This design comes from an exercise in tuning for a short achievable clock period and few clock cycles on the open sky130 flow, not from production work. At most, simulation tests tie the RTL to the original design; equivalence was not proved. Only the layout flow was run in runs 1 to 3; the RTL was not checked for function there. No activity file was given, so power comes from the tool's default toggle rates.

==> design.v <==
`timescale 1ns/1ps
module fetch_decode #(
	parameter logic [31:0] RESET_PC = '0,
	parameter int DEPTH = 4,
	parameter bit BYPASS = 1'b1,
	localparam int IW = 12 + 3 + 7 + 7 + 7 + 16
) (
	input logic clk,
	input logic rst_n,
	output logic fetch_ok,
	output logic [31:0] fetch_addr,
	input logic fetch_start,
	input logic fw_valid,
	input logic [31:0] fw_data,
	output logic cand_valid,
	output logic [IW-1:0] cand,
	output logic ir_valid,
	output logic [IW-1:0] ir,
	input logic issue
);
	localparam int PW = $clog2(DEPTH);
	localparam int CAP = DEPTH + 1;
	logic [31:0] pc;
	logic [CAP-1:0] cred;
	logic stop;
	logic [PW:0] cnt;
	logic [PW-1:0] rp, wp;
	logic [IW-1:0] bw [DEPTH];
	logic [IW-1:0] fw_pd;
	logic take;
	logic from_buf;
	function automatic logic [7:1] onehot(input logic [2:0] r);
		for (int i = 1; i < 8; i++)
			onehot[i] = (r == 3'(i));
	endfunction
	function automatic logic [IW-1:0] predecode(input logic [31:0] w);
		logic [3:0] op;
		logic [2:0] rd;
		logic is_alu, is_sub, is_addi, is_ld, is_st, is_halt, writes;
		op = w[31:28];
		rd = w[26:24];
		is_alu = (op <= 4'h4);
		is_sub = (op == 4'h1);
		is_addi = (op == 4'h5);
		is_ld = (op == 4'h6) && (rd != 3'd0);
		is_st = (op == 4'h7);
		is_halt = (op == 4'hf);
		writes = (is_alu || is_addi || is_ld) && (rd != 3'd0);
		predecode = {
			is_ld || is_st,                          
			is_halt,                                 
			is_st,                                   
			is_ld,                                   
			writes,                                  
			is_alu || is_st,                         
			is_alu || is_addi || is_ld || is_st,     
			is_alu,                                  
			(op == 4'h4),                            
			(op == 4'h3),                            
			(op == 4'h2),                            
			is_sub,                                  
			rd, onehot(w[22:20]), onehot(w[18:16]),
			writes ? onehot(rd) : 7'd0, w[15:0]};
	endfunction
	assign fw_pd = predecode(fw_data);
	assign fetch_addr = pc;
	assign fetch_ok = cred[0] && !stop;
	assign from_buf = (cnt != '0);
	assign cand_valid = from_buf || (BYPASS && fw_valid);
	assign cand = (!BYPASS || from_buf) ? bw[rp] : fw_pd;
	assign take = issue || !ir_valid;
	always_ff @(posedge clk) begin
		if (!rst_n) begin
			pc <= RESET_PC;
			cred <= '1;
			stop <= 1'b0;
			cnt <= '0;
			rp <= '0;
			wp <= '0;
			ir_valid <= 1'b0;
		end else begin
			if (fetch_start)
				pc <= pc + 32'd4;
			if (fetch_start && !issue)
				cred <= {1'b0, cred[CAP-1:1]};
			else if (!fetch_start && issue)
				cred <= {cred[CAP-2:0], 1'b1};
			if (fw_valid && fw_data[31:28] == 4'hf)
				stop <= 1'b1;
			if (fw_valid)
				wp <= (wp == PW'(DEPTH - 1)) ? '0 : wp + 1'b1;
			if (take && cand_valid)
				rp <= (rp == PW'(DEPTH - 1)) ? '0 : rp + 1'b1;
			if (take && cand_valid && !fw_valid)
				cnt <= cnt - 1'b1;
			else if (!(take && cand_valid) && fw_valid)
				cnt <= cnt + 1'b1;
			if (take)
				ir_valid <= cand_valid;
		end
	end
	always_ff @(posedge clk) begin
		if (fw_valid)
			bw[wp] <= fw_pd;
		if (take)
			ir <= cand;
	end
endmodule
`timescale 1ns/1ps
module execute_unit #(
	parameter int DQ_DEPTH = 3,
	localparam int IW = 12 + 3 + 7 + 7 + 7 + 16
) (
	input logic clk,
	input logic rst_n,
	input logic cand_valid,
	input logic [IW-1:0] cand,
	input logic ir_valid,
	input logic [IW-1:0] ir,
	output logic issue,
	output logic [7:1] rd_a_oh,
	output logic [7:1] rd_b_oh,
	input logic [31:0] rd_a_data,
	input logic [31:0] rd_b_data,
	output logic wb_we,
	output logic [2:0] wb_rd,
	output logic [31:0] wb_data,
	input logic ld_valid,
	input logic [2:0] ld_rd,
	output logic data_ok,
	output logic data_write,
	output logic [31:0] data_addr,
	output logic [31:0] data_wdata,
	output logic [2:0] data_rd,
	input logic data_start,
	output logic halt_done
);
	localparam int QW = $clog2(DQ_DEPTH + 1);
	localparam int PW = (DQ_DEPTH > 1) ? $clog2(DQ_DEPTH) : 1;
	typedef struct packed {
		logic mem, halt, st, ld, wr, urb, ura, breg, is_xor, is_or, is_and, sub;
		logic [2:0] rd;
		logic [7:1] ra_oh, rb_oh, rd_oh;
		logic [15:0] imm;
	} inst_t;
	inst_t d, c;
	logic hz;
	logic halt_issued;
	logic [7:1] pend, pend_n;
	logic [7:1] bsy_n, bsyld_n;
	logic room0, room1;
	logic h_stay, h_new0, h_new1;
	logic ex_valid;
	logic [31:0] ex_g, ex_p, ex_wd;
	logic ex_cin;
	logic ex_sel_and, ex_sel_or, ex_sel_xor;
	logic [2:0] ex_rd;
	logic [7:1] ex_rd_oh;
	logic ex_wr, ex_ld, ex_st, ex_halt;
	logic [31:0] sum, res;
	logic wb_valid;
	logic [31:0] wb_wd;
	logic [7:1] wb_rd_oh;
	logic wb_wr, wb_ld, wb_st, wb_halt;
	logic [QW-1:0] dq_cnt, dq_cnt_n;
	logic [PW-1:0] dq_rp, dq_wp;
	logic dq_w [DQ_DEPTH];
	logic [31:0] dq_a [DQ_DEPTH];
	logic [31:0] dq_d [DQ_DEPTH];
	logic [2:0] dq_r [DQ_DEPTH];
	logic push;
	logic wb_mem_n;
	logic [31:0] op_b;
	assign d = inst_t'(ir);
	assign c = inst_t'(cand);
	assign rd_a_oh = d.ra_oh;
	assign rd_b_oh = d.rb_oh;
	assign issue = ir_valid && !hz && !halt_issued;
	always_comb begin
		for (int i = 1; i < 8; i++)
			pend_n[i] = (pend[i] || (wb_valid && wb_ld && wb_rd_oh[i])) &&
				!(ld_valid && ld_rd == 3'(i));
	end
	assign bsy_n = ({7{ex_valid}} & ex_rd_oh) | pend_n;
	assign bsyld_n = ({7{ex_valid && ex_ld}} & ex_rd_oh) | pend_n;
	assign wb_mem_n = ex_valid && (ex_ld || ex_st);
	assign room0 = ((QW+1)'(dq_cnt_n) + (QW+1)'(wb_mem_n)) < (QW+1)'(DQ_DEPTH);
	assign room1 = ((QW+1)'(dq_cnt_n) + (QW+1)'(wb_mem_n)) < (QW+1)'(DQ_DEPTH - 1);
	assign h_stay = (d.ura && |(d.ra_oh & bsy_n)) || (d.urb && |(d.rb_oh & bsy_n)) ||
		|(d.rd_oh & bsyld_n) || (d.mem && !room0);
	assign h_new0 = (c.ura && |(c.ra_oh & bsy_n)) || (c.urb && |(c.rb_oh & bsy_n)) ||
		|(c.rd_oh & bsyld_n) || (c.mem && !room0);
	assign h_new1 = h_new0 ||
		(c.ura && |(c.ra_oh & d.rd_oh)) || (c.urb && |(c.rb_oh & d.rd_oh)) ||
		(d.ld && |(c.rd_oh & d.rd_oh)) || (c.mem && d.mem && !room1);
	always_ff @(posedge clk) begin
		if (!rst_n) begin
			ex_valid <= 1'b0;
			wb_valid <= 1'b0;
			halt_issued <= 1'b0;
			halt_done <= 1'b0;
			hz <= 1'b0;
		end else begin
			ex_valid <= issue;
			wb_valid <= ex_valid;
			if (issue && d.halt)
				halt_issued <= 1'b1;
			if (wb_valid && wb_halt)
				halt_done <= 1'b1;
			hz <= issue ? h_new1 : (ir_valid ? h_stay : h_new0);
		end
	end
	assign op_b = d.breg ? (d.sub ? ~rd_b_data : rd_b_data) : {{16{d.imm[15]}}, d.imm};
	always_ff @(posedge clk) begin
		ex_g <= rd_a_data & op_b;
		ex_p <= rd_a_data ^ op_b;
		ex_cin <= d.sub;
		ex_wd <= rd_b_data;
		ex_sel_and <= d.is_and;
		ex_sel_or <= d.is_or;
		ex_sel_xor <= d.is_xor;
		ex_rd <= d.rd;
		ex_rd_oh <= d.rd_oh;
		ex_wr <= d.wr;
		ex_ld <= d.ld;
		ex_st <= d.st;
		ex_halt <= d.halt;
	end
	always_comb begin
		logic [31:0] gg, pp, gn, pn;
		gg = ex_g;
		pp = ex_p;
		gg[0] = ex_g[0] | (ex_p[0] & ex_cin);
		for (int sp = 1; sp < 32; sp = sp * 2) begin
			gn = gg;
			pn = pp;
			for (int i = sp; i < 32; i++) begin
				gn[i] = gg[i] | (pp[i] & gg[i - sp]);
				pn[i] = pp[i] & pp[i - sp];
			end
			gg = gn;
			pp = pn;
		end
		sum = ex_p ^ {gg[30:0], ex_cin};
	end
	always_comb begin
		if (ex_sel_and) res = ex_g;
		else if (ex_sel_or) res = ex_g | ex_p;
		else if (ex_sel_xor) res = ex_p;
		else res = sum;
	end
	always_ff @(posedge clk) begin
		wb_data <= res;
		wb_wd <= ex_wd;
		wb_rd <= ex_rd;
		wb_rd_oh <= ex_rd_oh;
		wb_wr <= ex_wr;
		wb_ld <= ex_ld;
		wb_st <= ex_st;
		wb_halt <= ex_halt;
	end
	assign wb_we = wb_valid && wb_wr && !wb_ld;
	always_ff @(posedge clk) begin
		if (!rst_n)
			pend <= '0;
		else
			pend <= pend_n;
	end
	assign push = wb_valid && (wb_ld || wb_st);
	assign data_ok = (dq_cnt != '0);
	assign data_write = dq_w[dq_rp];
	assign data_addr = dq_a[dq_rp];
	assign data_wdata = dq_d[dq_rp];
	assign data_rd = dq_r[dq_rp];
	always_comb begin
		dq_cnt_n = dq_cnt;
		if (push && !data_start)
			dq_cnt_n = dq_cnt + 1'b1;
		else if (!push && data_start)
			dq_cnt_n = dq_cnt - 1'b1;
	end
	always_ff @(posedge clk) begin
		if (!rst_n) begin
			dq_cnt <= '0;
			dq_rp <= '0;
			dq_wp <= '0;
		end else begin
			dq_cnt <= dq_cnt_n;
			if (push)
				dq_wp <= (dq_wp == PW'(DQ_DEPTH - 1)) ? '0 : dq_wp + 1'b1;
			if (data_start)
				dq_rp <= (dq_rp == PW'(DQ_DEPTH - 1)) ? '0 : dq_rp + 1'b1;
		end
	end
	always_ff @(posedge clk) begin
		if (push) begin
			dq_w[dq_wp] <= wb_st;
			dq_a[dq_wp] <= wb_data;
			dq_d[dq_wp] <= wb_wd;
			dq_r[dq_wp] <= wb_rd;
		end
	end
endmodule
`timescale 1ns/1ps
module reg_result (
	input logic clk,
	input logic rst_n,
	input logic [7:1] rd_a_oh,
	input logic [7:1] rd_b_oh,
	output logic [31:0] rd_a_data,
	output logic [31:0] rd_b_data,
	input logic ex_we,
	input logic [2:0] ex_rd,
	input logic [31:0] ex_data,
	input logic ld_we,
	input logic [2:0] ld_rd,
	input logic [31:0] ld_data
);
	logic [31:0] regs [1:7];
	logic [7:1] rv;
	always_comb begin
		rd_a_data = '0;
		rd_b_data = '0;
		for (int i = 1; i < 8; i++) begin
			rd_a_data = rd_a_data | (regs[i] & {32{rd_a_oh[i] && rv[i]}});
			rd_b_data = rd_b_data | (regs[i] & {32{rd_b_oh[i] && rv[i]}});
		end
	end
	for (genvar i = 1; i < 8; i++) begin : g_reg
		always_ff @(posedge clk) begin
			if (ld_we && ld_rd == 3'(i))
				regs[i] <= ld_data;
			else if (ex_we && ex_rd == 3'(i))
				regs[i] <= ex_data;
		end
		always_ff @(posedge clk) begin
			if (!rst_n)
				rv[i] <= 1'b0;
			else if ((ld_we && ld_rd == 3'(i)) || (ex_we && ex_rd == 3'(i)))
				rv[i] <= 1'b1;
		end
	end
endmodule
`timescale 1ns/1ps
module mem_bus_guard (
	input logic clk,
	input logic rst_n,
	input logic fetch_ok,
	input logic [31:0] fetch_addr,
	output logic fetch_start,
	input logic data_ok,
	input logic data_write,
	input logic [31:0] data_addr,
	input logic [31:0] data_wdata,
	input logic [2:0] data_rd,
	output logic data_start,
	output logic rq_valid,
	output logic rq_fetch,
	output logic [2:0] rq_rd,
	output logic [31:0] rq_data,
	output logic bus_free,
	output logic psel,
	output logic penable,
	output logic pwrite,
	output logic [31:0] paddr,
	output logic [31:0] pwdata,
	input logic [31:0] prdata,
	input logic pready
);
	logic done;
	logic free;
	logic start;
	logic cur_fetch;
	logic [2:0] cur_rd;
	assign done = penable && pready;
	assign free = !psel || done;
	assign start = free && (data_ok || fetch_ok);
	assign data_start = free && data_ok;
	assign fetch_start = free && !data_ok && fetch_ok;
	assign bus_free = free;
	always_ff @(posedge clk) begin
		if (!rst_n) begin
			psel <= 1'b0;
			penable <= 1'b0;
		end else if (start) begin
			psel <= 1'b1;
			penable <= 1'b0;
		end else if (done) begin
			psel <= 1'b0;
			penable <= 1'b0;
		end else if (psel) begin
			penable <= 1'b1;
		end
	end
	always_ff @(posedge clk) begin
		if (start) begin
			pwrite <= data_ok && data_write;
			paddr <= data_ok ? data_addr : fetch_addr;
			pwdata <= data_wdata;
			cur_fetch <= !data_ok;
			cur_rd <= data_rd;
		end
	end
	always_ff @(posedge clk) begin
		if (!rst_n)
			rq_valid <= 1'b0;
		else
			rq_valid <= done && !pwrite;
		rq_fetch <= cur_fetch;
		rq_rd <= cur_rd;
		rq_data <= prdata;
	end
endmodule
`timescale 1ns/1ps
module cpu_top #(
	parameter logic [31:0] RESET_PC = 32'h0000_0000
) (
	input logic clk,
	input logic rst_n,
	output logic halted,
	output logic psel,
	output logic penable,
	output logic pwrite,
	output logic [31:0] paddr,
	output logic [31:0] pwdata,
	input logic [31:0] prdata,
	input logic pready
);
	logic fetch_ok;
	logic [31:0] fetch_addr;
	logic fetch_start;
	logic data_ok;
	logic data_write;
	logic [31:0] data_addr;
	logic [31:0] data_wdata;
	logic [2:0] data_rd;
	logic data_start;
	logic rq_valid;
	logic rq_fetch;
	logic [2:0] rq_rd;
	logic [31:0] rq_data;
	logic bus_free;
	logic ir_valid;
	localparam int IW = 12 + 3 + 7 + 7 + 7 + 16;
	logic cand_valid;
	logic [IW-1:0] cand;
	logic [IW-1:0] ir;
	logic issue;
	logic [7:1] rd_a_oh, rd_b_oh;
	logic [31:0] rd_a_data, rd_b_data;
	logic wb_we;
	logic [2:0] wb_rd;
	logic [31:0] wb_data;
	logic halt_done;
	fetch_decode #(
		.RESET_PC(RESET_PC)
	) i_fetch_decode (
		.clk(clk),
		.rst_n(rst_n),
		.fetch_ok(fetch_ok),
		.fetch_addr(fetch_addr),
		.fetch_start(fetch_start),
		.fw_valid(rq_valid && rq_fetch),
		.fw_data(rq_data),
		.cand_valid(cand_valid),
		.cand(cand),
		.ir_valid(ir_valid),
		.ir(ir),
		.issue(issue)
	);
	execute_unit i_execute_unit (
		.clk(clk),
		.rst_n(rst_n),
		.cand_valid(cand_valid),
		.cand(cand),
		.ir_valid(ir_valid),
		.ir(ir),
		.issue(issue),
		.rd_a_oh(rd_a_oh),
		.rd_b_oh(rd_b_oh),
		.rd_a_data(rd_a_data),
		.rd_b_data(rd_b_data),
		.wb_we(wb_we),
		.wb_rd(wb_rd),
		.wb_data(wb_data),
		.ld_valid(rq_valid && !rq_fetch),
		.ld_rd(rq_rd),
		.data_ok(data_ok),
		.data_write(data_write),
		.data_addr(data_addr),
		.data_wdata(data_wdata),
		.data_rd(data_rd),
		.data_start(data_start),
		.halt_done(halt_done)
	);
	reg_result i_reg_result (
		.clk(clk),
		.rst_n(rst_n),
		.rd_a_oh(rd_a_oh),
		.rd_b_oh(rd_b_oh),
		.rd_a_data(rd_a_data),
		.rd_b_data(rd_b_data),
		.ex_we(wb_we),
		.ex_rd(wb_rd),
		.ex_data(wb_data),
		.ld_we(rq_valid && !rq_fetch),
		.ld_rd(rq_rd),
		.ld_data(rq_data)
	);
	mem_bus_guard i_mem_bus_guard (
		.clk(clk),
		.rst_n(rst_n),
		.fetch_ok(fetch_ok),
		.fetch_addr(fetch_addr),
		.fetch_start(fetch_start),
		.data_ok(data_ok),
		.data_write(data_write),
		.data_addr(data_addr),
		.data_wdata(data_wdata),
		.data_rd(data_rd),
		.data_start(data_start),
		.rq_valid(rq_valid),
		.rq_fetch(rq_fetch),
		.rq_rd(rq_rd),
		.rq_data(rq_data),
		.bus_free(bus_free),
		.psel(psel),
		.penable(penable),
		.pwrite(pwrite),
		.paddr(paddr),
		.pwdata(pwdata),
		.prdata(prdata),
		.pready(pready)
	);
	always_ff @(posedge clk) begin
		if (!rst_n)
			halted <= 1'b0;
		else if (halt_done && !data_ok && bus_free)
			halted <= 1'b1;
	end
endmodule
==> run.sh <==
#!/bin/bash
# synth_recipe.tcl (not shown) runs the flow's synth.tcl, then flattens the netlist and writes it again
# the make line also repeats each setting of config.mk as NAME=value (left out here)
make -C /OpenROAD-flow-scripts/flow DESIGN_CONFIG=/design/flow/config.mk WORK_HOME=/design/flow/orfs CLKGATE_MAP_FILE= SYNTH_SCRIPT=/design/flow/synth_recipe.tcl finish
==> config.mk <==
export PLATFORM = sky130hd
export DESIGN_NAME = cpu_top
export DESIGN_NICKNAME = cpu_top
export VERILOG_FILES = /design/flow/design.v
export SDC_FILE = /design/flow/constraint.sdc
export NUM_CORES = 4
export LEC_CHECK = 0
export ABC_CLOCK_PERIOD_IN_PS = 1500
export CAP_MARGIN = 20
export CORE_MARGIN = 2
export CORE_UTILIZATION = 40
export SETUP_SLACK_MARGIN = 4.6
export SLEW_MARGIN = 20
==> constraint.sdc <==
create_clock -name core_clock -period 7.0 [get_ports {clk}]
set_input_delay 1.4000 -clock core_clock [delete_from_list [all_inputs] [get_ports {clk}]]
set_output_delay 1.4000 -clock core_clock [all_outputs]
set_load 0.01 [all_outputs]
==> results of run 1 <==
## cell usage after synthesis (all sizes together), types with 4 or more instances
library cell and n:
nand2 293, mux2i 81, ha 46, xor2 41, a21o 37, o21a 4, a21boi 4, and4 4
a221oi 6, and3 12, nand4 77, nand2b 16, a21oi 117, a2111oi 4, edfxtp 757, nand3 28
xnor2 30, a31oi 20, nor2b 15, o31ai 7, dfxtp 305, a222oi 7, a22oi 216, nor3 35
clkbuf 161, o21bai 8, a22o 5, a221o 5, buf 31, and2 38, inv 54, mux2 255
mux4 53, or3 18, nor2 122, nor3b 10, o22ai 8, o21ai 122
## critical path, cell delays in order
cell and delay, ns:
buf_6 0.07, a21bo_4 0.13, nand2b_4 0.09, maj3_2 0.32
o21ai_2 0.17, inv_2 0.07, ha_4 0.20, a21o_1 0.20
a221o_1 0.33, a221oi_2 0.17, a31oi_1 0.12, o21a_1 0.18
## layout by cell type (no fill, tap or decap), types with 19 or more instances in the layout
cell type        Yosys  routed
a21o_1              37      37
a21oi_1            117     109
a22oi_1            216     213
a31oi_1             20      20
and2_1              38      33
buf_2                8      65
buf_4                0      88
clkbuf_1           161      19
clkbuf_16            0     113
clkdlybuf4s50_1      0      32
clkinv_2             0      25
dfxtp_1            305     282
dfxtp_2              0      22
edfxtp_1           757     757
ha_1                46      40
inv_1               53      49
mux2_2             255     255
mux2i_1             81      81
mux4_2              53      53
nand2_1            293     283
nand3_1             27      24
nand4_1             77      77
nor2_1             122     116
nor3_1              34      23
o21ai_0            119     111
xnor2_1             30      28
xor2_1              41      41
## worst paths after layout
kind,start,to,depth (start not counted)
setup reg to reg,i_execute_unit.dq_cnt[1],i_execute_unit.hz,13
hold reg to reg,i_execute_unit.ex_wd[20],i_execute_unit.wb_wd[20],0
setup / recovery,pready,i_execute_unit.hz,12
hold / removal,i_execute_unit.ex_wd[20],i_execute_unit.wb_wd[20],0
## flip-flops by register name (all words and copies together) (netlist names), 52 cells and up, named ones only
| name | count |
|---|---|
| i_reg_result.regs | 224 |
| i_fetch_decode.bw | 208 |
| i_execute_unit.dq_a | 96 |
| i_execute_unit.dq_d | 96 |
| i_fetch_decode.ir | 52 |
## per-layer routing
layer  vias up  share of wire (%)  routed length, um
met5         -              0.038                 44
met3       269                7.2               8300
met2      1128                 46              53600
met1     13400                 43              49400
met4         6                3.8               4400
li1      12100                  -                  -
## through the flow
step           util (%)  total power [mW]  worst slack, ns  instances
3_3_place_gp       42.9              12.0             2.78       4469
5_1_grt            46.9              18.5             4.05       4740
6_report           46.9              17.8             4.11       4741
4_1_cts            46.5              17.8             4.16       4715
3_5_place_dp       42.9              12.0             2.78       4469
2_1_floorplan         -              10.7             3.48       3102
## area by class of cell
class | instances | area (um2) | area share [%]
diodes | 1 | 2.50 | 0.00499
clock buffers | 148 | 3090 | 6.16
clock inverters | 59 | 440 | 0.877
inverters | 55 | 228 | 0.454
multi-input cells | 1793 | 14000 | 27.8
flip-flops and latches | 1062 | 28900 | 57.5
well taps | 1403 | 1760 | 3.50
repair buffers | 219 | 1840 | 3.66
repair inverters | 1 | 5.00 | 0.00997
## power groups by stage
stage	combinational [mW]	sequential, mW	clock, mW
3_3_place_gp	3.23	8.74	0
3_5_place_dp	3.27	8.74	0
2_1_floorplan	2.46	8.24	0
4_1_cts	3.41	8.60	5.78
6_report	3.50	8.62	5.66
5_1_grt	3.81	8.68	6.02
## timing repair
item	in CTS	in global routing
resized for setup	364	52
buffers inserted	36	23
endpoints found under the setup margin	601	417
cloned	3	2
pin swaps	42	49
## logic make-up (layout without fill, tap and decap cells)
kind of cell / Yosys count / count (layout)
flip-flops: 1062 / 1062
AND/OR/NAND/NOR: 683 / 683
AO/OA/AOI/OAI: 601 / 601
multiplexers: 389 / 389
buffers and inverters: 247 / 482
XOR/XNOR: 71 / 71
adder cells (fa/ha/maj): 49 / 49
other: 0 / 1
==> results.py, run 1 <==
metrics = {
    "clocking": {
        "root_buffer": "clkbuf_16",
        "clkSlewWorstSetupHoldPaths_ns": 0.06,
        "cts_sinks": 1062,
        "cts_buffers": 110,
        "clockBufferDepth": 3,
        "cts_hold_buf": 0,
        "cts_tree": "done",
        "cts_max_level": 3,
        "clk_latency_ns": 0.70,
    },
    "die": {
        "rows": 120,
        "die_w_um": 332,
        "fp.dieH_um": 332,
        "dieArea_um2": 110000,
        "boundaryPins": 103,
        "core-area_um2": 107000,
        "start_util_pct": 40.3,
    },
    "logic_synthesis": {
        "synth_xor_area_share_pct": 1.44,
        "postSynth.topFlopCell": "edfxtp_1",
        "synth_compound_area_share_pct": 9.30,
        "synth.area.top_cells": "edfxtp_1, dfxtp_1, mux2_2",
        "yosysUniqueCellTypes": 79,
        "syn_area_um2": 43100,
        "yosys.area_share.simple_pct": 7.47,
        "synth_top_family_by_area": "multiplexers",
        "syn_inst": 3102,
        "async_flop_share_pct": 0,
        "syn_nets": 3184,
        "avgSynthCellArea_um2": 13.9,
        "ys_seq_area_share_pct": 66.9,
        "synth-seq-cells": 1062,
        "synthMuxAreaShare_pct": 11.3,
        "yosysWarnings": 6,
        "synth-edff-count": 757,
        "synth_top_area_share_pct": 52.7,
        "synth_fa_ha_area_share_pct": 1.43,
        "synth_top_area_cell": "edfxtp_1",
    },
    "cells_and_area": {
        "final_cell_area_um2": 50200,
        "fill_cells": 9461,
        "layout.nets": 3324,
        "syn2layout_area_growth_pct": 16.4,
        "drive_above_1_share_pct": 24.1,
    },
    "placement": {
        "numPortBuffers": 102,
        "gp_congestion": 0.913,
        "dpl_cell_area_um2": 45900,
        "dp_hpwl_um": 67900,
    },
    "route": {
        "postRouteAntennaNets": 0,
        "via_per_inst": 5.69,
        "firstDrtPassIters": 7,
        "drt-total-wl_um": 116000,
        "drc": 0,
        "drt_iter0_drc": 2738,
        "via_count": 27000,
        "wl_per_cell_um": 24.4,
    },
    "pwr": {
        "p_sw_mw": 5.17,
        "ir_drop_mv": 0.249,
        "p_leak_nw": 17.6,
        "p_seq_share_pct": 48.5,
        "p_per_area_nw_per_um2": 354,
        "power_frac_comb_pct": 19.7,
        "power_frac_clock_pct": 31.9,
        "switching_share_pct": 29.1,
        "p_int_mw": 12.6,
    },
    "global_routing": {
        "grtUsageTotal_pct": 20.4,
        "met1_usage_pct": 28.0,
        "grt_util_met2_pct": 32.6,
        "grt_max_degree": 74,
        "grt-ovfl-total": 0,
        "grt-busiest-layer": "met2",
        "grt_pass1_wl_um": 170000,
        "antenna_found_initial": 8,
        "grt_pass1_vias": 26200,
        "grt_use_met3_pct": 3.21,
    },
    "timing": {
        "rsz0062_at_grt": "yes",
        "final.setup.tns_ns": 0,
        "hold_ws_ns": 0.325,
        "hold_viol": 0,
        "worstMarginPinSlew_ns": 1.07,
        "clock_skew_ns": 0.0225,
        "fmaxAchievable_ghz": 0.346,
        "slew_viol_final": 0,
        "finalSetupViolations": 0,
        "period_share_pct": 41.3,
        "finalCriticalPeriod_ns": 2.89,
        "max_slew_margin_pct": 28.5,
    },
    "worst_hold_path": {
        "hp-class": "reg -> reg",
    },
    "job": {
        "max-cap-violations": 0,
    },
    "critical_path": {
        "start_kind": "input pin",
        "cp.arrival_ns": 3.48,
        "required_ns": 7.58,
        "cp-end-kind": "register",
        "crit_type": "in -> reg",
        "crit_fanout": 4,
        "r2r_slack_ns": 4.18,
    },
    "status": {
        "status": "finished clean",
    },
}
==> run 2, diff against run 1 <==
--- a/design.v
+++ b/design.v
@@ -108,7 +108,7 @@
 endmodule
 `timescale 1ns/1ps
 module execute_unit #(
-	parameter int DQ_DEPTH = 3,
+	parameter int DQ_DEPTH = 4,
 	localparam int IW = 12 + 3 + 7 + 7 + 7 + 16
 ) (
 	input logic clk,
@@ -157,8 +157,11 @@
 	logic [2:0] ex_rd;
 	logic [7:1] ex_rd_oh;
 	logic ex_wr, ex_ld, ex_st, ex_halt;
-	logic [31:0] sum, res;
+	logic [31:0] carry;
+	logic [31:0] res;
 	logic wb_valid;
+	logic [31:0] wb_g, wb_p, wb_c;
+	logic wb_sel_and, wb_sel_or, wb_sel_xor;
 	logic [31:0] wb_wd;
 	logic [7:1] wb_rd_oh;
 	logic wb_wr, wb_ld, wb_st, wb_halt;
@@ -184,8 +187,8 @@
 	assign bsy_n = ({7{ex_valid}} & ex_rd_oh) | pend_n;
 	assign bsyld_n = ({7{ex_valid && ex_ld}} & ex_rd_oh) | pend_n;
 	assign wb_mem_n = ex_valid && (ex_ld || ex_st);
-	assign room0 = ((QW+1)'(dq_cnt_n) + (QW+1)'(wb_mem_n)) < (QW+1)'(DQ_DEPTH);
-	assign room1 = ((QW+1)'(dq_cnt_n) + (QW+1)'(wb_mem_n)) < (QW+1)'(DQ_DEPTH - 1);
+	assign room0 = ((QW+2)'(dq_cnt) + (QW+2)'(push) + (QW+2)'(wb_mem_n)) < (QW+2)'(DQ_DEPTH);
+	assign room1 = ((QW+2)'(dq_cnt) + (QW+2)'(push) + (QW+2)'(wb_mem_n)) < (QW+2)'(DQ_DEPTH - 1);
 	assign h_stay = (d.ura && |(d.ra_oh & bsy_n)) || (d.urb && |(d.rb_oh & bsy_n)) ||
 		|(d.rd_oh & bsyld_n) || (d.mem && !room0);
 	assign h_new0 = (c.ura && |(c.ra_oh & bsy_n)) || (c.urb && |(c.rb_oh & bsy_n)) ||
@@ -241,16 +244,15 @@
 			gg = gn;
 			pp = pn;
 		end
-		sum = ex_p ^ {gg[30:0], ex_cin};
-	end
-	always_comb begin
-		if (ex_sel_and) res = ex_g;
-		else if (ex_sel_or) res = ex_g | ex_p;
-		else if (ex_sel_xor) res = ex_p;
-		else res = sum;
+		carry = {gg[30:0], ex_cin};
 	end
 	always_ff @(posedge clk) begin
-		wb_data <= res;
+		wb_g <= ex_g;
+		wb_p <= ex_p;
+		wb_c <= carry;
+		wb_sel_and <= ex_sel_and;
+		wb_sel_or <= ex_sel_or;
+		wb_sel_xor <= ex_sel_xor;
 		wb_wd <= ex_wd;
 		wb_rd <= ex_rd;
 		wb_rd_oh <= ex_rd_oh;
@@ -259,6 +261,13 @@
 		wb_st <= ex_st;
 		wb_halt <= ex_halt;
 	end
+	always_comb begin
+		if (wb_sel_and) res = wb_g;
+		else if (wb_sel_or) res = wb_g | wb_p;
+		else if (wb_sel_xor) res = wb_p;
+		else res = wb_p ^ wb_c;
+	end
+	assign wb_data = res;
 	assign wb_we = wb_valid && wb_wr && !wb_ld;
 	always_ff @(posedge clk) begin
 		if (!rst_n)
--- a/config.mk
+++ b/config.mk
@@ -8,6 +8,6 @@
 export ABC_CLOCK_PERIOD_IN_PS = 1500
 export CAP_MARGIN = 20
 export CORE_MARGIN = 2
-export CORE_UTILIZATION = 40
+export CORE_UTILIZATION = 55
 export SETUP_SLACK_MARGIN = 4.6
 export SLEW_MARGIN = 20
==> results.py, run 2 <==
metrics = {
    "status": {
        "status": "finished clean",
    },
    "critical_path": {
        "required_ns": 5.60,
        "crit_cells": 1,
        "r2r_start": "i_execute_unit.wb_ld",
        "crit_type": "reg -> out",
        "cpMaxStageDelayCell": "edfxtp_1",
        "start_kind": "register",
        "crit_buf_inv": 1,
        "slowest_delay_ns": 0.43,
        "crit_end": "pwrite",
        "crit_fanout": 2,
        "cp.arrival_ns": 1.30,
        "cp-end-kind": "output pin",
        "critical_path.cell_chain": "buf_2",
        "r2r_slack_ns": 4.32,
        "timing.rr.end": "i_execute_unit.hz",
        "critical_path.startpoint": "i_mem_bus_guard.pwrite",
        "r2r_cells": 11,
        "path_delay_family": "flip-flops",
    },
    "logic_synthesis": {
        "syn_inst": 3120,
        "syn_nets": 3207,
        "synth_top_area_share_pct": 53.1,
        "avgSynthCellArea_um2": 15.0,
        "yosysWarnings": 6,
        "postSynth.topFlopCell": "edfxtp_1",
        "async_flop_share_pct": 0,
        "synth_common_cells": "edfxtp_1, dfxtp_1, nand2_1",
        "synth-seq-cells": 1198,
        "synth.area.top_cells": "edfxtp_1, dfxtp_1, mux2_2",
        "ys_seq_area_share_pct": 69.1,
        "yosysUniqueCellTypes": 67,
        "synth-edff-count": 825,
        "yosysMostFrequentCell": "edfxtp_1",
        "synth_top_area_cell": "edfxtp_1",
        "syn_area_um2": 46600,
    },
    "cells_and_area": {
        "regMostFlops": "i_reg_result.regs",
        "drive_above_1_share_pct": 25.9,
        "fill_cells": 6167,
        "syn2layout_area_growth_pct": 15.8,
        "layout.nets": 3373,
        "final_common_cell": "edfxtp_1",
        "top_regs": "i_reg_result.regs: 224 flops, i_fetch_decode.bw: 208 flops",
        "regArea_um2": 32300,
        "stdcell_count": 4530,
        "final_core_util_pct": 64.4,
        "multi_input_area_um2": 14000,
        "final_cell_mix": "edfxtp_1, dfxtp_1, nand2_1",
        "final_cell_area_um2": 54000,
        "largest_register_ffs": 224,
    },
    "route": {
        "via_count": 27500,
        "drt-total-wl_um": 121000,
        "drt_iter0_drc": 2591,
        "drc": 0,
        "via_per_inst": 6.07,
        "firstDrtPassIters": 6,
        "postRouteAntennaNets": 0,
        "wl_per_cell_um": 26.7,
    },
    "placement": {
        "dpl_cell_area_um2": 49200,
        "pre_cts_ws_ns": 3.26,
        "dp_hpwl_um": 70500,
        "dpl.cell_count": 4239,
        "gp_congestion": 0.842,
        "numPortBuffers": 102,
    },
    "pwr": {
        "p_per_area_nw_per_um2": 388,
        "ir_drop_mv": 0.266,
        "p_leak_nw": 19.5,
        "p_total_mw": 21.0,
    },
    "timing": {
        "fin_ws_ns": 4.30,
        "slew_viol_final": 0,
        "max_slew_margin_pct": 20.6,
        "rsz0062_at_grt": "yes",
        "finalCriticalPeriod_ns": 2.70,
        "fmaxAchievable_ghz": 0.371,
        "hold_viol": 0,
        "finalSetupViolations": 0,
        "period_share_pct": 38.6,
        "worstMarginPinSlew_ns": 1.19,
        "hold_ws_ns": 0.303,
        "clock_skew_ns": 0.0401,
        "final.setup.tns_ns": 0,
    },
    "worst_hold_path": {
        "hp-class": "reg -> reg",
    },
    "global_routing": {
        "grt_pass1_wl_um": 178000,
        "grt_pass1_vias": 27700,
        "grt-ovfl-total": 0,
        "grtUsageTotal_pct": 27.8,
        "grt_max_degree": 74,
        "antenna_found_initial": 3,
    },
    "die": {
        "dieArea_um2": 87200,
        "core-area_um2": 83800,
        "boundaryPins": 103,
        "start_util_pct": 55.7,
        "fp.dieH_um": 295,
        "die_w_um": 295,
        "rows": 106,
    },
    "clocking": {
        "cts_tree": "done",
        "clockBufferDepth": 3,
        "cts_buffers": 118,
        "clk_latency_ns": 0.71,
        "cts_sinks": 1198,
        "clkSlewWorstSetupHoldPaths_ns": 0.06,
        "cts_max_level": 3,
        "root_buffer": "clkbuf_16",
    },
    "job": {
        "max-cap-violations": 0,
    },
}
run 2: timing repair:
action                     CTS  global route
pin swaps                   25            17
gates cloned                 5             0
setup endpoints to repair  993           184
hold buffers                 0             0
gates resized for setup    370            25
setup buffers               33            23
run 2: how the worst min path moves through the flow:
stage | from | end | slack, ns | cells past startpoint
3_3_place_gp | i_execute_unit.ex_g[31] | i_execute_unit.wb_g[31] | 0.31 | 0
6_report | i_execute_unit.ex_g[31] | i_execute_unit.wb_g[31] | 0.30 | 0
4_1_cts | i_execute_unit.ex_g[31] | i_execute_unit.wb_g[31] | 0.31 | 0
5_1_grt | i_execute_unit.ex_g[31] | i_execute_unit.wb_g[31] | 0.31 | 0
2_1_floorplan | i_execute_unit.ex_g[31] | i_execute_unit.wb_g[31] | 0.31 | 0
3_5_place_dp | i_execute_unit.ex_sel_or | i_execute_unit.wb_sel_or | 0.31 | 0
run 2: power breakdown:
| part | internal, mW | total, mW | switching [mW] |
|---|---|---|---|
| clock network | 3.87 | 6.55 | 2.68 |
| logic | 2.19 | 5.03 | 2.84 |
| registers | 8.83 | 9.39 | 0.552 |
run 2: cells by family after synthesis:
group	count (synthesis)	synth area share, %
XOR/XNOR	92	1.73
flip-flops	1198	69.1
AND/OR/NAND/NOR	692	6.97
multiplexers	375	11.9
AO/OA/AOI/OAI	468	6.82
adder cells (fa/ha/maj)	52	1.43
buffers and inverters	243	2.03
run 2: final cells by class:
class                           count  share of cell area [%]
Clock inverter                     54                    1.22
Timing Repair inverter              1                 0.00927
Inverter                           61                   0.456
Tap cell                         1134                    2.63
Clock buffer                      172                    6.44
Timing Repair Buffer              227                    3.47
Multi-Input combinational cell   1679                    26.0
Antenna cell                        4                  0.0185
Sequential cell                  1198                    59.8
run 2: routing by layer:
| layer | vias to the layer above | share of wire [%] | global-route usage [%] |
|---|---|---|---|
| met2 | 1109 | 48 | 46.1 |
| met4 | 2 | 3.4 | 10.3 |
| met3 | 253 | 6.4 | 3.65 |
| met5 | - | 0.023 | 0 |
| li1 | 12200 | - | - |
| met1 | 13900 | 42 | 37.9 |
==> run 3, diff against run 2 <==
--- a/config.mk
+++ b/config.mk
@@ -8,6 +8,6 @@
 export ABC_CLOCK_PERIOD_IN_PS = 1500
 export CAP_MARGIN = 20
 export CORE_MARGIN = 2
-export CORE_UTILIZATION = 55
+export CORE_UTILIZATION = 40
 export SETUP_SLACK_MARGIN = 4.6
 export SLEW_MARGIN = 20
==> results.py, run 3 <==
metrics = {
    "logic_synthesis": {
        "yosysMostFrequentCell": "edfxtp_1",
        "syn_inst": 3120,
        "async_flop_share_pct": 0,
        "synth.area.top_cells": "edfxtp_1, dfxtp_1, mux2_2",
        "postSynth.topFlopCell": "edfxtp_1",
        "synth_top_area_share_pct": 53.1,
        "synth_top_area_cell": "edfxtp_1",
        "synth_common_cells": "edfxtp_1, dfxtp_1, nand2_1",
        "yosysWarnings": 6,
        "syn_area_um2": 46600,
        "synth-seq-cells": 1198,
        "synth-edff-count": 825,
        "ys_seq_area_share_pct": 69.1,
        "yosysUniqueCellTypes": 67,
        "avgSynthCellArea_um2": 15.0,
        "syn_nets": 3207,
    },
    "die": {
        "dieArea_um2": 119000,
        "die_w_um": 346,
        "start_util_pct": 40.3,
        "boundaryPins": 103,
        "core-area_um2": 116000,
        "fp.dieH_um": 346,
        "rows": 125,
    },
    "timing": {
        "final.setup.tns_ns": 0,
        "rsz0062_at_grt": "yes",
        "slew_viol_final": 0,
        "hold_ws_ns": 0.325,
        "clock_skew_ns": 0.0219,
        "worstMarginPinSlew_ns": 0.883,
        "fin_ws_ns": 4.29,
        "finalCriticalPeriod_ns": 2.71,
        "hold_viol": 0,
        "finalSetupViolations": 0,
        "fmaxAchievable_ghz": 0.369,
        "period_share_pct": 38.7,
        "max_slew_margin_pct": 41.1,
    },
    "clocking": {
        "clkSlewWorstSetupHoldPaths_ns": 0.06,
        "cts_tree": "done",
        "cts_max_level": 3,
        "clk_latency_ns": 0.72,
        "clockBufferDepth": 3,
        "root_buffer": "clkbuf_16",
        "cts_buffers": 121,
        "cts_sinks": 1198,
        "cts_hold_buf": 0,
    },
    "worst_hold_path": {
        "hp-class": "reg -> reg",
        "whs_path_depth": 0,
        "worstHoldStart": "i_execute_unit.ex_wd[3]",
        "hold_end": "i_execute_unit.wb_wd[3]",
    },
    "critical_path": {
        "required_ns": 5.60,
        "timing.rr.end": "i_execute_unit.hz",
        "r2r_slack_ns": 4.29,
        "cp.arrival_ns": 1.31,
        "slowest_delay_ns": 0.43,
        "cpMaxStageDelayCell": "edfxtp_1",
        "crit_fanout": 2,
        "crit_type": "reg -> out",
        "r2r_cells": 11,
        "crit_buf_inv": 1,
        "critical_path.cell_chain": "buf_2",
        "r2r_start": "i_execute_unit.wb_ld",
        "path_delay_family": "flip-flops",
        "start_kind": "register",
        "cp-end-kind": "output pin",
    },
    "pwr": {
        "switching_share_pct": 29.2,
        "power_frac_comb_pct": 23.6,
        "power_frac_clock_pct": 31.5,
        "p_per_area_nw_per_um2": 384,
        "p_seq_share_pct": 44.9,
        "p_sw_mw": 6.11,
        "ir_drop_mv": 0.214,
        "p_int_mw": 14.8,
        "p_leak_nw": 19.5,
        "p_total_mw": 20.9,
    },
    "global_routing": {
        "grt_max_degree": 64,
        "grt-ovfl-total": 0,
        "antenna_found_initial": 3,
        "grt_pass1_vias": 27400,
        "met1_usage_pct": 28.8,
        "grt_util_met2_pct": 31.5,
        "grt-busiest-layer": "met2",
        "grt_use_met3_pct": 3.03,
        "grt_pass1_wl_um": 181000,
        "grtUsageTotal_pct": 20.2,
    },
    "placement": {
        "pre_cts_ws_ns": 3.34,
        "dp_hpwl_um": 71100,
        "gp_congestion": 0.821,
        "dpl_cell_area_um2": 49800,
        "numPortBuffers": 102,
    },
    "route": {
        "drc": 0,
        "via_count": 27300,
        "drt-total-wl_um": 122000,
        "via_per_inst": 5.54,
        "wl_per_cell_um": 24.7,
        "drt_iter0_drc": 2644,
        "firstDrtPassIters": 6,
        "postRouteAntennaNets": 0,
    },
    "cells_and_area": {
        "drive_above_1_share_pct": 26.1,
        "largest_register_ffs": 224,
        "final_common_cell": "edfxtp_1",
        "final_cell_area_um2": 54500,
        "regMostFlops": "i_reg_result.regs",
        "syn2layout_area_growth_pct": 16.8,
        "layout.nets": 3383,
        "final_cell_mix": "edfxtp_1, dfxtp_1, nand2_1",
        "top_regs": "i_reg_result.regs: 224 flops, i_fetch_decode.bw: 208 flops",
    },
    "status": {
        "status": "finished clean",
    },
    "job": {
        "max-cap-violations": 0,
    },
}
==> run 3: cell types whose count changed in the layout (fill, tap and decap cells not counted), sizes merged, moves of 3 or more <==
cell	change
inv	+8
buf	+8
clkinvlp	+4
diode	-3
clkbuf	-14
clkinv	+10
==> run 3: cell type report <==
| type | instances | area [um2] |
|---|---|---|
| clock inverters | 74 | 753 |
| inverters | 61 | 233 |
| repair inverters | 1 | 5.00 |
| multi-input cells | 1679 | 14000 |
| fillers | 9978 | 61400 |
| diodes | 1 | 2.50 |
| well taps | 1524 | 1910 |
| clock buffers | 157 | 3380 |
| repair buffers | 234 | 1930 |
| flip-flops and latches | 1198 | 32300 |
==> run 3: cells by family after synthesis <==
group           share of synthesized area [%]
compound gates                           6.82
xor+xnor                                 1.73
fa+ha+maj                                1.43
buf+inv                                  2.03
flops                                    69.1
mux                                      11.9
simple gates                             6.97
==> run 3: power by group through the flow <==
stage                     registers [mW]  clock network (mW)  logic (mW)
after CTS                           9.37                6.70        4.96
after global routing                9.44                7.00        5.38
after detailed placement            9.54                   0        4.65
after floorplan                     9.27                   0        3.10
after global placement              9.54                   0        4.58
final                               9.38                6.58        4.94
==> run 3: how the worst max path moves through the flow <==
stage	startpoint	endpoint	slack, ns	cells after the start
2_1_floorplan	pready	i_mem_bus_guard.cur_fetch	3.95	2
3_3_place_gp	pready	i_fetch_decode.pc[27]	3.35	9
3_5_place_dp	pready	i_fetch_decode.pc[27]	3.34	9
4_1_cts	i_mem_bus_guard.pwrite	pwrite	4.23	1
5_1_grt	i_execute_unit.wb_ld	i_execute_unit.hz	4.20	11
6_report	i_mem_bus_guard.pwrite	pwrite	4.29	1
==> run 3: what timing repair did <==
item	in CTS	in global routing
buffers inserted	35	18
hold endpoints to repair	0	0
setup endpoints to repair	632	326
resized for setup	354	23
pin swaps	23	20
gates cloned	3	1
==> run 3: routing by layer <==
layer  share of wire [%]  up-vias  wire (um)
li1                    -    12200          -
met1                  44    13800      53300
met2                  46     1123      55400
met3                 7.3      242       8900
met4                 3.4        0       4100
met5                   0        -          0
==> run 3: per-stage QoR <==
step | util (%) | instances
after detailed placement | 42.9 | 4640
after global placement | 42.9 | 4639
final | 47.0 | 4929
after global routing | 47.0 | 4928
after CTS | 46.8 | 4909
after floorplan | - | 3120
==> run 4, diff against run 3 <==
--- a/design.v
+++ b/design.v
@@ -2,6 +2,7 @@
 module fetch_decode #(
 	parameter logic [31:0] RESET_PC = '0,
 	parameter int DEPTH = 4,
+	parameter int PW = 2,
 	parameter bit BYPASS = 1'b1,
 	localparam int IW = 12 + 3 + 7 + 7 + 7 + 16
 ) (
@@ -18,7 +19,6 @@
 	output logic [IW-1:0] ir,
 	input logic issue
 );
-	localparam int PW = $clog2(DEPTH);
 	localparam int CAP = DEPTH + 1;
 	logic [31:0] pc;
 	logic [CAP-1:0] cred;
@@ -108,7 +108,6 @@
 endmodule
 `timescale 1ns/1ps
 module execute_unit #(
-	parameter int DQ_DEPTH = 4,
 	localparam int IW = 12 + 3 + 7 + 7 + 7 + 16
 ) (
 	input logic clk,
@@ -135,8 +134,6 @@
 	input logic data_start,
 	output logic halt_done
 );
-	localparam int QW = $clog2(DQ_DEPTH + 1);
-	localparam int PW = (DQ_DEPTH > 1) ? $clog2(DQ_DEPTH) : 1;
 	typedef struct packed {
 		logic mem, halt, st, ld, wr, urb, ura, breg, is_xor, is_or, is_and, sub;
 		logic [2:0] rd;
@@ -165,12 +162,12 @@
 	logic [31:0] wb_wd;
 	logic [7:1] wb_rd_oh;
 	logic wb_wr, wb_ld, wb_st, wb_halt;
-	logic [QW-1:0] dq_cnt, dq_cnt_n;
-	logic [PW-1:0] dq_rp, dq_wp;
-	logic dq_w [DQ_DEPTH];
-	logic [31:0] dq_a [DQ_DEPTH];
-	logic [31:0] dq_d [DQ_DEPTH];
-	logic [2:0] dq_r [DQ_DEPTH];
+	logic dq_occ1, dq_occ2;
+	logic dq_rp, dq_wp;
+	logic dq_w [2];
+	logic [31:0] dq_a [2];
+	logic [31:0] dq_d [2];
+	logic [2:0] dq_r [2];
 	logic push;
 	logic wb_mem_n;
 	logic [31:0] op_b;
@@ -187,8 +184,9 @@
 	assign bsy_n = ({7{ex_valid}} & ex_rd_oh) | pend_n;
 	assign bsyld_n = ({7{ex_valid && ex_ld}} & ex_rd_oh) | pend_n;
 	assign wb_mem_n = ex_valid && (ex_ld || ex_st);
-	assign room0 = ((QW+2)'(dq_cnt) + (QW+2)'(push) + (QW+2)'(wb_mem_n)) < (QW+2)'(DQ_DEPTH);
-	assign room1 = ((QW+2)'(dq_cnt) + (QW+2)'(push) + (QW+2)'(wb_mem_n)) < (QW+2)'(DQ_DEPTH - 1);
+	assign room0 = (!dq_occ1 && !(push && wb_mem_n)) ||
+		(dq_occ1 && !dq_occ2 && !push && !wb_mem_n);
+	assign room1 = !dq_occ1 && !push && !wb_mem_n;
 	assign h_stay = (d.ura && |(d.ra_oh & bsy_n)) || (d.urb && |(d.rb_oh & bsy_n)) ||
 		|(d.rd_oh & bsyld_n) || (d.mem && !room0);
 	assign h_new0 = (c.ura && |(c.ra_oh & bsy_n)) || (c.urb && |(c.rb_oh & bsy_n)) ||
@@ -276,29 +274,29 @@
 			pend <= pend_n;
 	end
 	assign push = wb_valid && (wb_ld || wb_st);
-	assign data_ok = (dq_cnt != '0);
+	assign data_ok = dq_occ1;
 	assign data_write = dq_w[dq_rp];
 	assign data_addr = dq_a[dq_rp];
 	assign data_wdata = dq_d[dq_rp];
 	assign data_rd = dq_r[dq_rp];
-	always_comb begin
-		dq_cnt_n = dq_cnt;
-		if (push && !data_start)
-			dq_cnt_n = dq_cnt + 1'b1;
-		else if (!push && data_start)
-			dq_cnt_n = dq_cnt - 1'b1;
-	end
 	always_ff @(posedge clk) begin
 		if (!rst_n) begin
-			dq_cnt <= '0;
-			dq_rp <= '0;
-			dq_wp <= '0;
+			dq_occ1 <= 1'b0;
+			dq_occ2 <= 1'b0;
+			dq_rp <= 1'b0;
+			dq_wp <= 1'b0;
 		end else begin
-			dq_cnt <= dq_cnt_n;
+			if (push && !data_start) begin
+				dq_occ1 <= 1'b1;
+				dq_occ2 <= dq_occ1;
+			end else if (!push && data_start) begin
+				dq_occ1 <= dq_occ2;
+				dq_occ2 <= 1'b0;
+			end
 			if (push)
-				dq_wp <= (dq_wp == PW'(DQ_DEPTH - 1)) ? '0 : dq_wp + 1'b1;
+				dq_wp <= !dq_wp;
 			if (data_start)
-				dq_rp <= (dq_rp == PW'(DQ_DEPTH - 1)) ? '0 : dq_rp + 1'b1;
+				dq_rp <= !dq_rp;
 		end
 	end
 	always_ff @(posedge clk) begin
==> results.py, run 4 <==
metrics = {
    "clocking": {
        "cts_hold_buf": 0,
        "root_buffer": "clkbuf_16",
        "clkSlewWorstSetupHoldPaths_ns": 0.06,
        "cts_sinks": 1058,
        "cts_buffers": 109,
        "clockBufferDepth": 3,
        "cts_max_level": 3,
        "clk_latency_ns": 0.70,
        "cts_tree": "done",
    },
    "critical_path": {
        "required_ns": 5.60,
        "cp-end-kind": "output pin",
        "critical_path.cell_chain": "buf_2",
        "crit_cells": 1,
        "cp.arrival_ns": 1.28,
        "crit_buf_inv": 1,
        "r2r_cells": 7,
        "crit_type": "reg -> out",
        "cpMaxStageDelayCell": "edfxtp_1",
        "crit_fanout": 2,
        "path_delay_family": "flip-flops",
        "start_kind": "register",
        "slowest_delay_ns": 0.42,
        "r2r_slack_ns": 4.48,
    },
    "logic_synthesis": {
        "avgSynthCellArea_um2": 14.4,
        "synth_top_area_cell": "edfxtp_1",
        "postSynth.topFlopCell": "edfxtp_1",
        "syn_nets": 2940,
        "syn_area_um2": 41200,
        "synth.area.top_cells": "edfxtp_1, dfxtp_1, mux2_2",
        "synth-edff-count": 689,
        "synth-seq-cells": 1058,
        "yosysUniqueCellTypes": 69,
        "ys_seq_area_share_pct": 68.1,
        "async_flop_share_pct": 0,
        "yosysMostFrequentCell": "edfxtp_1",
        "synth_top_area_share_pct": 50.2,
        "synth_common_cells": "edfxtp_1, dfxtp_1, mux2_2",
        "yosysWarnings": 6,
        "syn_inst": 2863,
    },
    "timing": {
        "hold_ws_ns": 0.323,
        "finalCriticalPeriod_ns": 2.68,
        "slew_viol_final": 0,
        "clock_skew_ns": 0.0349,
        "finalSetupViolations": 0,
        "period_share_pct": 38.4,
        "fin_ws_ns": 4.32,
        "hold_viol": 0,
        "final.setup.tns_ns": 0,
        "fmaxAchievable_ghz": 0.372,
        "max_slew_margin_pct": 16.5,
        "worstMarginPinSlew_ns": 1.25,
        "rsz0062_at_grt": "yes",
    },
    "worst_hold_path": {
        "hp-class": "reg -> reg",
        "whs_path_depth": 0,
    },
    "placement": {
        "pre_cts_ws_ns": 3.00,
        "numPortBuffers": 102,
        "gp_congestion": 0.863,
        "dpl_cell_area_um2": 43900,
        "dpl.cell_count": 4215,
        "dp_hpwl_um": 64700,
    },
    "route": {
        "postRouteAntennaNets": 0,
        "firstDrtPassIters": 8,
        "wl_per_cell_um": 25.2,
        "drc": 0,
        "via_per_inst": 5.63,
        "via_count": 25200,
        "drt-total-wl_um": 113000,
        "drt_iter0_drc": 2603,
    },
    "cells_and_area": {
        "final_common_cell": "edfxtp_1",
        "top_regs": "i_reg_result.regs: 224 flops, i_fetch_decode.bw: 208 flops",
        "layout.nets": 3085,
        "regMostFlops": "i_reg_result.regs",
        "largest_register_ffs": 224,
        "final_cell_area_um2": 48300,
        "syn2layout_area_growth_pct": 17.3,
        "final_core_util_pct": 47.4,
        "final_cell_mix": "edfxtp_1, dfxtp_1, mux2_2",
        "stdcell_count": 4474,
        "drive_above_1_share_pct": 26.2,
    },
    "die": {
        "die_w_um": 325,
        "core-area_um2": 102000,
        "dieArea_um2": 106000,
        "fp.dieH_um": 325,
        "rows": 117,
        "boundaryPins": 103,
        "start_util_pct": 40.4,
    },
    "status": {
        "status": "finished clean",
    },
    "global_routing": {
        "grtUsageTotal_pct": 20.9,
        "grt_pass1_wl_um": 165000,
        "grt_pass1_vias": 25900,
        "grt_max_degree": 62,
        "grt-ovfl-total": 0,
        "antenna_found_initial": 3,
    },
    "pwr": {
        "p_per_area_nw_per_um2": 384,
        "p_total_mw": 18.6,
        "ir_drop_mv": 0.207,
        "p_leak_nw": 17.4,
    },
    "job": {
        "max-cap-violations": 0,
    },
}
## run 4: cells by family (layout without fill, tap and decap cells)
| logic type | Yosys count | after routing | synth area share, % |
|---|---|---|---|
| flip-flops | 1058 | 1058 | 68.1 |
| AND/OR/NAND/NOR | 595 | 595 | 6.97 |
| AO/OA/AOI/OAI | 466 | 466 | 7.66 |
| multiplexers | 383 | 383 | 11.8 |
| buffers and inverters | 225 | 465 | 2.14 |
| XOR/XNOR | 94 | 94 | 2.00 |
| adder cells (fa/ha/maj) | 42 | 42 | 1.29 |
| other | 0 | 3 | 0 |
## run 4: cell type report
type	instances	area, um2
Timing Repair Buffer	201	1770
Multi-Input combinational cell	1580	12700
Clock inverter	44	494
Fill cell	8714	53700
Clock buffer	162	3270
Inverter	58	238
Tap cell	1368	1710
Antenna cell	3	7.51
Sequential cell	1058	28100
## run 4: path summary, 6_finish.rpt
kind                                 start                        to
setup / recovery    i_mem_bus_guard.pwrite                    pwrite
hold / removal    i_execute_unit.ex_wd[23]  i_execute_unit.wb_wd[23]
setup reg to reg                  register         i_execute_unit.hz
hold reg to reg   i_execute_unit.ex_wd[23]  i_execute_unit.wb_wd[23]
## run 4: metal layers
metal | global-route usage (%) | vias up | routed length, um | part of all wire [%]
li1 | - | 11100 | - | -
met1 | 26.7 | 12700 | 44500 | 39
met2 | 34.9 | 1147 | 54200 | 48
met3 | 3.46 | 296 | 9150 | 8.1
met4 | 9.43 | 0 | 5020 | 4.5
met5 | 0 | - | 0 | 0
## run 4: what timing repair did
action / CTS / global route
pin swaps: 19 / 18
setup buffers: 24 / 21
setup endpoints to repair: 773 / 255
cloned: 5 / 0
resized for setup: 376 / 31
## run 4: where the power goes
group	internal (mW)	leakage [nW]	switching, mW
combinational	1.92	6.12	2.42
clock	3.57	1.85	2.43
sequential	7.75	9.47	0.481
Testbench counts of run 4, summed over its fixed seeds: cycles 131,729.

==> what the ideal ports hide <==
No port has a modelled driver above. Below, the same layouts with a new extraction and two added sets of constraints. Step 1 (the two cells are an assumption about what drives the block):
set clk [get_ports {clk}]
set_driving_cell -lib_cell sky130_fd_sc_hd__clkbuf_16 $clk
set_driving_cell -lib_cell sky130_fd_sc_hd__buf_2 [delete_from_list [all_inputs] $clk]
Step 2 moves the port delays by t, midway between the first and last clock arrival at a register: inputs arrive t later, outputs are due t later. That takes back most of the time a late clock gives input paths. Slacks: ideal ports / drivers / drivers and shift; pairs: ideal ports / drivers.
| run | shift t [ns] | slack for setup (ns) | worst hold slack (ns) |
|---|---|---|---|
| run 1 | 0.761 | 4.107 / 4.137 / 3.376 | 0.325 / 0.325 / 0.325 |
| run 2 | 0.752 | 4.301 / 4.236 / 3.860 | 0.303 / 0.303 / 0.303 |
| run 3 | 0.776 | 4.288 / 4.217 / 3.892 | 0.325 / 0.325 / 0.325 |
| run 4 | 0.750 | 4.315 / 4.246 / 3.850 | 0.323 / 0.323 / 0.323 |
After both steps setup and hold are still met in every run listed. The setup slack of run 1, which loses most, moves by +0.030 ns with the drivers and by -0.731 ns with both steps.
